Source: an optimization exercise on an open RTL-to-GDS flow (aim: small area). Production flows keep margins and buffers that such runs may drop. Function was checked by simulation only, so behaviour that the tests miss may differ from the original. No activity file was given, so power comes from the tool's default toggle rates.

## flow/config.mk

```make
export PLATFORM = sky130hd
export DESIGN_NAME = visual_processing_unit
export DESIGN_NICKNAME = visual_processing_unit
export VERILOG_FILES = /design/flow/design.v
export SDC_FILE = /design/flow/constraint.sdc
export NUM_CORES = 4
export LEC_CHECK = 0
export CAP_MARGIN = 20
export CORE_MARGIN = 2
export CORE_UTILIZATION = 40
export SLEW_MARGIN = 20
```

## flow/constraint.sdc

```tcl
create_clock -name core_clock -period 10.0 [get_ports {clk}]
set_input_delay 2.0000 -clock core_clock [delete_from_list [all_inputs] [get_ports {clk}]]
set_output_delay 2.0000 -clock core_clock [all_outputs]
set_load 0.01 [all_outputs]
```

## flow/design.v

```verilog
package video_pkg;
	typedef logic [8-1:0] colour_t;
	typedef logic [10-1:0] coord_t;  
	typedef struct packed {
		colour_t red;
		colour_t green;
		colour_t blue;
	} rgb_t;
	typedef struct packed {
		coord_t x;
		coord_t y;
	} scan_pos_t;
	typedef struct packed {
		rgb_t   background;
		coord_t rect_x;
		coord_t rect_y;
		coord_t rect_w;
		coord_t rect_h;
		rgb_t   rect_colour;
	} scene_cfg_t;
endpackage
package host_pkg;
	typedef enum logic {
		set_background = 1'b0,
		set_rect       = 1'b1
	} cmd_kind_t;
	typedef struct packed {
		logic [10-1:0] x;
		logic [10-1:0] y;
		logic [10-1:0] width;
		logic [10-1:0] height;
	} rect_t;
	typedef struct packed {
		logic [15:0]     pad;     
		logic [3*8-1:0]colour;
	} bg_word_t;
	typedef union packed {
		rect_t    rect;
		bg_word_t bg;
	} cmd_payload_u;
	typedef struct packed {
		cmd_kind_t       kind;
		cmd_payload_u    payload;
		logic [3*8-1:0]rect_colour;
	} command_t;
	typedef struct packed {
		logic up, down, left, right;
		logic a, b, c, start;
		logic x, y, z, mode;
	} buttons_t;
endpackage
`timescale 1ns/1ps
module command_port (
	input  logic                  clk,
	input  logic                  reset,
	input  logic                  cmd_req,
	input  host_pkg::command_t    cmd,
	output logic                  cmd_ack,
	output video_pkg::scene_cfg_t scene
);
	typedef enum logic {
		idle,
		acked
	} state_t;
	state_t state;
	assign cmd_ack = (state == acked);
	always_ff @(posedge clk) begin
		if (reset) begin
			state <= idle;
			scene <= '0;                   
		end else begin
			case (state)
				idle: if (cmd_req) begin
					state <= acked;
					case (cmd.kind)
						host_pkg::set_background: scene.background <= cmd.payload.bg.colour;
						host_pkg::set_rect: begin
							scene.rect_x      <= cmd.payload.rect.x;
							scene.rect_y      <= cmd.payload.rect.y;
							scene.rect_w      <= cmd.payload.rect.width;
							scene.rect_h      <= cmd.payload.rect.height;
							scene.rect_colour <= cmd.rect_colour;
						end
					endcase
				end
				acked: if (!cmd_req) begin
					state <= idle;             
				end
			endcase
		end
	end
endmodule
`timescale 1ns/1ps
module frame_composer (
	input  logic                  clk,
	input  logic                  reset,
	input  video_pkg::scene_cfg_t scene,
	input  logic                  full,
	output logic                  push,
	output video_pkg::rgb_t       wdata
);
	video_pkg::scan_pos_t            pos;        
	video_pkg::scene_cfg_t           work;       
	logic                 running;
	logic [10:0] x_end;      
	logic [10:0] y_end;
	logic                 inside_x;
	logic                 inside_y;
	assign x_end = {1'b0, work.rect_x} + work.rect_w;
	assign y_end = {1'b0, work.rect_y} + work.rect_h;
	assign inside_x = (pos.x >= work.rect_x) && ({1'b0, pos.x} < x_end);
	assign inside_y = (pos.y >= work.rect_y) && ({1'b0, pos.y} < y_end);
	assign wdata = (inside_x && inside_y) ? work.rect_colour : work.background;
	assign push  = running && !full;   
	always_ff @(posedge clk) begin
		if (reset) begin
			pos     <= '0;
			work    <= '0;
			running <= 1'b0;
		end else begin
			running <= 1'b1;
			if (push) begin
				if (pos.x == video_pkg::coord_t'(640 - 1)) begin
					pos.x <= '0;
					if (pos.y == video_pkg::coord_t'(480 - 1)) begin
						pos.y <= '0;
						work  <= scene;         
					end else begin
						pos.y <= pos.y + 1'b1;
					end
				end else begin
					pos.x <= pos.x + 1'b1;
				end
			end
		end
	end
endmodule
`timescale 1ns/1ps
module pixel_fifo (
	input  logic            clk,
	input  logic            reset,
	input  logic            push,
	input  video_pkg::rgb_t wdata,
	input  logic            pop,
	output video_pkg::rgb_t rdata,
	output logic            full,
	output logic            empty
);
	localparam int ADDR_W = $clog2(16);
	localparam logic [ADDR_W:0] DEPTH = 16;
	logic [3*8-1:0] mem [0:16-1];
	logic [ADDR_W-1:0] wr_ptr;
	logic [ADDR_W-1:0] rd_ptr;
	logic [ADDR_W:0]   count;
	logic              do_push;
	logic              do_pop;
	function automatic logic [ADDR_W-1:0] next_ptr(input logic [ADDR_W-1:0] p);
		next_ptr = ({1'b0, p} == DEPTH - 1'b1) ? '0 : p + 1'b1;
	endfunction
	assign full    = (count == DEPTH);
	assign empty   = (count == '0);
	assign do_push = push && !full;
	assign do_pop  = pop && !empty;
	always_ff @(posedge clk) begin
		if (do_push)
			mem[wr_ptr] <= wdata;
		if (do_pop)
			rdata <= mem[rd_ptr];   
	end
	always_ff @(posedge clk) begin
		if (reset) begin
			wr_ptr <= '0;
			rd_ptr <= '0;
			count  <= '0;
		end else begin
			if (do_push)
				wr_ptr <= next_ptr(wr_ptr);
			if (do_pop)
				rd_ptr <= next_ptr(rd_ptr);
			case ({do_push, do_pop})
				2'b10:   count <= count + 1'b1;
				2'b01:   count <= count - 1'b1;
				default: count <= count;   
			endcase
		end
	end
endmodule
`timescale 1ns/1ps
module scan_timing (
	input  logic               clk,
	input  logic               reset,
	input  video_pkg::rgb_t    rdata,
	input  logic               empty,
	output logic               pop,
	output video_pkg::coord_t  x,
	output video_pkg::coord_t  y,
	output logic               hs_n,
	output logic               vs_n,
	output logic               blank_n,
	output video_pkg::colour_t red,
	output video_pkg::colour_t green,
	output video_pkg::colour_t blue,
	output logic               frame_start,
	output logic               underrun
);
	video_pkg::scan_pos_t pos;           
	video_pkg::scan_pos_t pos_next;      
	logic      pre_request;
	logic      shown;         
	always_comb begin
		pos_next = pos;
		if (pos.x == video_pkg::coord_t'((640 + 16 + 96 + 48) - 1)) begin
			pos_next.x = '0;
			if (pos.y == video_pkg::coord_t'((480 + 10 + 2 + 33) - 1))
				pos_next.y = '0;
			else
				pos_next.y = pos.y + 1'b1;
		end else begin
			pos_next.x = pos.x + 1'b1;
		end
	end
	assign pre_request = (pos_next.x < 640) && (pos_next.y < 480);
	assign pop         = pre_request && !empty;
	always_ff @(posedge clk) begin
		if (reset) begin
			pos.x    <= '0;
			pos.y    <= video_pkg::coord_t'(480);   
			shown    <= 1'b0;
			underrun <= 1'b0;
		end else begin
			pos   <= pos_next;
			shown <= pop;
			if (pre_request && empty)
				underrun <= 1'b1;                
		end
	end
	assign x       = pos.x;
	assign y       = pos.y;
	assign blank_n = (pos.x < 640) && (pos.y < 480);
	assign hs_n    = !((pos.x >= 640 + 16) &&
		(pos.x < 640 + 16 + 96));
	assign vs_n    = !((pos.y >= 480 + 10) &&
		(pos.y < 480 + 10 + 2));
	assign frame_start = (pos.x == '0) && (pos.y == '0);
	assign red   = (blank_n && shown) ? rdata.red : '0;
	assign green = (blank_n && shown) ? rdata.green : '0;
	assign blue  = (blank_n && shown) ? rdata.blue : '0;
endmodule
`timescale 1ns/1ps
module gamepad_scanner (
	input  logic               clk,
	input  logic               reset,
	input  logic               frame_start,
	input  logic [5:0]         pins,       
	output logic               select,
	output host_pkg::buttons_t buttons
);
	localparam logic [3:0] LOW_SAMPLE  = 4'd4;
	localparam logic [3:0] HIGH_SAMPLE = 4'd8;
	localparam logic [3:0] LAST_STEP   = 4'd9;
	logic [3:0] step;      
	logic [5:0] pressed;
	host_pkg::buttons_t   staged;
	assign pressed = ~pins;   
	always_ff @(posedge clk) begin
		if (reset) begin
			step    <= '0;
			select  <= 1'b1;
			buttons <= '0;
		end else if (step == '0) begin
			if (frame_start) begin
				step   <= 4'd1;
				select <= 1'b0;       
			end
		end else begin
			step <= (step == LAST_STEP) ? '0 : step + 1'b1;
			if (step == LOW_SAMPLE)
				select <= 1'b1;
			if (step == LAST_STEP)
				buttons <= staged;    
		end
	end
	always_ff @(posedge clk) begin
		if (step == LOW_SAMPLE) begin
			staged       <= '0;
			staged.a     <= pressed[4];
			staged.start <= pressed[5];
		end else if (step == HIGH_SAMPLE) begin
			staged.up    <= pressed[0];
			staged.down  <= pressed[1];
			staged.left  <= pressed[2];
			staged.right <= pressed[3];
			staged.b     <= pressed[4];
			staged.c     <= pressed[5];
		end
	end
endmodule
`timescale 1ns/1ps
module visual_processing_unit (
	input  logic               clk,
	input  logic               reset,
	input  logic               cmd_req,
	input  logic [64:0]         cmd,       
	output logic               cmd_ack,
	input  logic [5:0]         pad_pins,
	output logic               pad_select,
	output logic [11:0]         buttons,   
	output logic [9:0]          x,
	output logic [9:0]          y,
	output logic               hs_n,
	output logic               vs_n,
	output logic               blank_n,
	output logic [7:0]          red,
	output logic [7:0]          green,
	output logic [7:0]          blue,
	output logic               underrun
);
	video_pkg::scene_cfg_t scene;
	video_pkg::rgb_t       wdata;
	video_pkg::rgb_t       rdata;
	logic       push;
	logic       full;
	logic       pop;
	logic       empty;
	logic       frame_start;
	command_port cmd_port (
		.clk(clk), .reset(reset),
		.cmd_req(cmd_req), .cmd(cmd), .cmd_ack(cmd_ack),
		.scene(scene)
	);
	frame_composer composer (
		.clk(clk), .reset(reset),
		.scene(scene), .full(full), .push(push), .wdata(wdata)
	);
	pixel_fifo fifo (
		.clk(clk), .reset(reset),
		.push(push), .wdata(wdata), .pop(pop), .rdata(rdata),
		.full(full), .empty(empty)
	);
	scan_timing scan (
		.clk(clk), .reset(reset),
		.rdata(rdata), .empty(empty), .pop(pop),
		.x(x), .y(y), .hs_n(hs_n), .vs_n(vs_n), .blank_n(blank_n),
		.red(red), .green(green), .blue(blue),
		.frame_start(frame_start), .underrun(underrun)
	);
	gamepad_scanner pad (
		.clk(clk), .reset(reset),
		.frame_start(frame_start), .pins(pad_pins),
		.select(pad_select), .buttons(buttons)
	);
endmodule
```

## flow/run.sh

```bash
#!/bin/bash
# synth_recipe.tcl (not shown) runs the flow's synth.tcl, then flattens the netlist and writes it again
# the make line also repeats each setting of config.mk as NAME=value (left out here)
make -C /OpenROAD-flow-scripts/flow DESIGN_CONFIG=/design/flow/config.mk WORK_HOME=/design/flow/orfs CLKGATE_MAP_FILE= SYNTH_SCRIPT=/design/flow/synth_recipe.tcl finish
```

==> metrics list <==
- Outcome: finished clean
- Cell internal power dissipation: 4.60 mW
* Switching power of the nets: 1.20 mW
* Wire length of the first global-routing pass: 95.4 mm
* Sequential element share of the synthesized area: 64.3%
- Yosys mapped a number of flops with a built-in enable equal to 410.
* Top area cells in the synthesized netlist: edfxtp_1 46%, dfxtp_1 19%, mux4_2 10%
- IR analysis of the VDD net gives a maximum drop of 0.000125 V.
- Dividing total power by cell area gives a power density of 184 mW/mm^2.
- After detailed routing, the average wire length per cell comes to 19.9 um.
- In this run the static leakage power is 10.7 nW.
- The floorplan step defined a die boundary enclosing 0.0695 sq mm.
- Critical Path, Cell by Cell: or2_2, a21oi_1, and2_0, buf_4, and3_1, clkdlybuf4s50_1
- Worst Reg-to-Reg Cells: 15
- The area growth from synthesis to layout is 16.9%.
* Final HPWL from detailed placement: 36.7 mm
- Number of library cell types mapped by synthesis: 72
* First-pass DRT Iterations: 5
- Worst-path fanout max: 25
- Via count of the first global-routing pass: 16200
- Among all flip-flop cells after synthesis, the most frequent one is edfxtp_1.
* CTS clock-pin slew for the worst setup and hold paths: 0.06 ns
- Post-synthesis cell count: 2041
* Setup TNS: 0 ns
* Layout Nets: 2308
- Port-buffer cells: 131
- After clock tree synthesis, the setup repair step added 0 buffers.
- Measured along the x axis, the die boundary spans 264 um.
- CP required: 8.00 ns
* Number of antenna violations at the first check in global routing: 0
- Combinational share of power: 3.0%
- Static timing analysis puts the maximum clock frequency at 0.216 GHz.
- Longest individual stage delay on the worst path: 0.55 ns
- 136 I/O pins were placed.
- Core Box Area: 0.0669 sq mm
- In this run the mean area of a mapped cell was 13.2 sq um.
- Netlist area before placement: 0.0270 sq mm
- Grt met2 use: 30.0%
- CTS placed an instance of clkbuf_16 at the clock tree root.
- For the worst setup path, the data arrival time is 2.64 ns.
- The worst hold path was traced through 2 stages.
- Fraction of synthesized cell area taken by the top area cell type: 45.6%
* Grt ovf: 0
* Worst hold start: composer.work[82]
* Met1 track demand over resource: 24.0%
- Warning count from the yosys run: 5
- The worst setup path is captured at a primary output.
- Buffers inserted during clock tree synthesis total 70.
- STA classifies the critical path startpoint as a register.
* Die Y-Extent: 264 um
- Setup slack of the most critical reg-to-reg path: 5.54 ns
- Entering global routing, the biggest net connects 88 pins.
- Ratio of routed vias to standard cells: 5.29
* Placed Area: 0.0291 sq mm
- Antenna cell count: 0
* CP delay by family, top: buffers and inverters
* H-Tree Depth: 3
* Layer with the highest usage after global routing: met2
* Sink count of the clock tree: 662
- Endpoint of the worst-slack reg-to-reg timing path: fifo.count[4]
- Setup violations remaining at the end of the flow were counted as 0.
* CP bufs+invs: 2
- Final ANT Viol Nets: 0
* Clk pwr share: 46.3%
- Number of DRC markers in iteration 0: 1102
* Kind of path behind the tightest hold check: reg2reg
- Final weighted congestion of routability-driven global placement: 0.789
* Final critical delay including setup and external delays: 4.64 ns
- The hold violation count in the final report was 0.
- Unrepaired setup endpoints after global routing: false
- Launch point of the worst reg-to-reg path: scan.pos[10]
* Measured slew at the worst slew-check pin: 1.10 ns
- The routed layout has 16300 vias.
* Critical setup path kind: reg2out
- Cells with a size suffix above 1 make up 14.5% of the layout.
- Number of gates resized after cts: 0
- The later pin in the worst-skew pair is clocked with a latency of 0.62 ns.
* Aggregate routed wire length: 61.5 mm
* Clock skew after layout: 0.0234 ns
- Number of max-slew violations in the final report: 0
- Initial Utilization: 40.3%
- Of the total power, the share spent switching nets is 20.6%.
- Global routing consumed, on the met3 layer, 3.02% of the routing resources.
- Total track usage: 17.8%
- Post-route clock period utilization: 46.4%
* Clock tree from TritonCTS: done
- After synthesis, the share of flip-flops with an asynchronous set or reset is 0%.
- Across the run, the number of max-cap violations was 0.
- Fin area: 0.0316 sq mm
* Most area-hungry cell type in the Yosys netlist: edfxtp_1
- Number of synthesized register bits: 662
* Remaining routing DRC violations: 0
- Of the total power, registers draw 50.8%.
* Slew Limit Headroom: 26.8%
- Worst Hold End: composer.work[82]
* Final-layout fill cell count: 5849
* Cts-stage hold buffer count: 0
- Slowest library cell on the worst path: clkdlybuf4s50_1
* Total number of placement rows: 95
* Maximum buffer depth of the clock tree: 3
[metal layers]
metal	share of wire, %	wire length, um	vias up
met2	49	30400	360
met3	4.9	3030	69
met4	1.6	967	0
li1	-	-	7683
met5	0	0	-
met1	44	27100	8224
[layout by cell type (no fill, tap or decap), drive strengths merged, types with 6 or more instances in the layout]
cell / synthesis / layout
inv: 47 / 52
ha: 73 / 73
mux2: 24 / 24
o21ai: 22 / 22
clkdlybuf4s50: 0 / 130
or3: 6 / 6
o21a: 8 / 8
nor2: 83 / 83
bufinv: 0 / 9
nand2b: 6 / 6
nor2b: 6 / 6
xor2: 35 / 35
nand3: 27 / 27
mux4: 120 / 120
nand4: 14 / 14
clkinv: 1 / 20
xnor2: 22 / 22
dfxtp: 252 / 252
and3: 35 / 35
a22o: 6 / 6
clkbuf: 78 / 91
nor3: 25 / 25
buf: 41 / 31
nand2: 404 / 404
edfxtp: 410 / 410
a21o: 8 / 8
a21oi: 215 / 215
mux2i: 6 / 6
[cell type report]
class                   instances  area (sq um)  area share, %
well taps                     873          1090           3.46
clock inverters                36           483           1.53
multi-input cells            1215          8970           28.4
repair buffers                161          1540           4.87
clock buffers                  91          1930           6.10
flip-flops and latches        662         17400           55.0
inverters                      48           180          0.571
[synthesized netlist by cell type (all sizes together), types with 6 or more instances]
master  count
nor2       83
inv        47
nand4      14
nand3      27
mux2i       6
edfxtp    410
a21o        8
mux2       24
o21a        8
or3         6
nand2b      6
mux4      120
nand2     404
nor2b       6
ha         73
clkbuf     78
o21ai      22
dfxtp     252
xor2       35
buf        41
xnor2      22
a22o        6
nor3       25
and3       35
a21oi     215
[power by group through the flow]
stage / logic [mW] / clock network, mW / registers (mW)
after floorplan: 0.107 / 0 / 2.99
after global placement: 0.171 / 0 / 3.00
after detailed placement: 0.174 / 0 / 3.00
after CTS: 0.175 / 2.75 / 2.94
after global routing: 0.191 / 2.86 / 2.94
final: 0.172 / 2.68 / 2.94
[state kept, by name, summed over array words and instances, names as in the netlist, 4 cells and up]
register,flops
pad.step,4
composer.pos,20
fifo.count,5
pad.staged,8
fifo.mem,384
fifo.rd_ptr,4
fifo.wr_ptr,4
scan.pos,20
composer.work,88
pad.buttons,8
fifo.rdata,24
cmd_port.scene,88
[kinds of logic after synthesis]
family | after synthesis | share of synthesized area [%]
flops | 662 | 64.3
simple gates | 637 | 10.2
compound gates | 291 | 6.01
buf+inv | 167 | 2.70
mux | 150 | 11.2
fa+ha+maj | 76 | 3.61
xor+xnor | 57 | 1.85
other cells | 1 | 0.0139
[tightest hold or removal path, delay by kind of cell (launching register included)]
family,cells,cell delay [ns]
AND/OR/NAND/NOR,1,0.05
flip-flops,1,0.31
AO/OA/AOI/OAI,1,0.05
[worst max-delay path by stage]
stage	startpoint	end	slack, ns	cells after the start
after floorplan	scan.pos[10]	fifo.count[4]	6.08	18
after global placement	scan.pos[10]	fifo.count[4]	5.60	15
after detailed placement	scan.pos[10]	fifo.count[4]	5.49	15
after CTS	scan.pos[18]	blue[1]	5.31	6
after global routing	scan.pos[10]	fifo.count[4]	5.19	15
final	scan.pos[18]	red[2]	5.36	6
[through the flow]
step	total power, mW	hold WS [ns]	util (%)	worst slack, ns	instances
final	5.80	0.452	47.1	5.36	3086
after detailed placement	3.17	0.444	43.5	5.49	2959
after CTS	5.86	0.455	47.1	5.31	3086
after global placement	3.17	0.443	43.5	5.60	2959
after global routing	5.99	0.471	47.1	5.19	3086
after floorplan	3.10	0.432	-	6.08	2044

[port drivers added, routing unchanged]
The flow's constraints put no driver on any port. The routed layout listed below was extracted and timed again, unchanged, in two steps.
Step 1: set_driving_cell puts a clkbuf_16 on clk and a buf_2 on each other input, an assumption about the parent block.
Step 2 also shifts input and output timing later by t, the mid clock arrival at the registers, as if the neighbouring blocks saw the same clock.
a / b / c = no drivers / after step 1 / after step 2; a / b = the first two.
shift t [ns]: 0.662
slack for setup (ns): 5.364 / 5.306 / 5.542
worst hold slack (ns): 0.452 / 0.452 / 0.452
After both steps this run still meets setup and hold. The setup slack of this run moves by -0.058 ns with the drivers and by +0.178 ns with both steps.
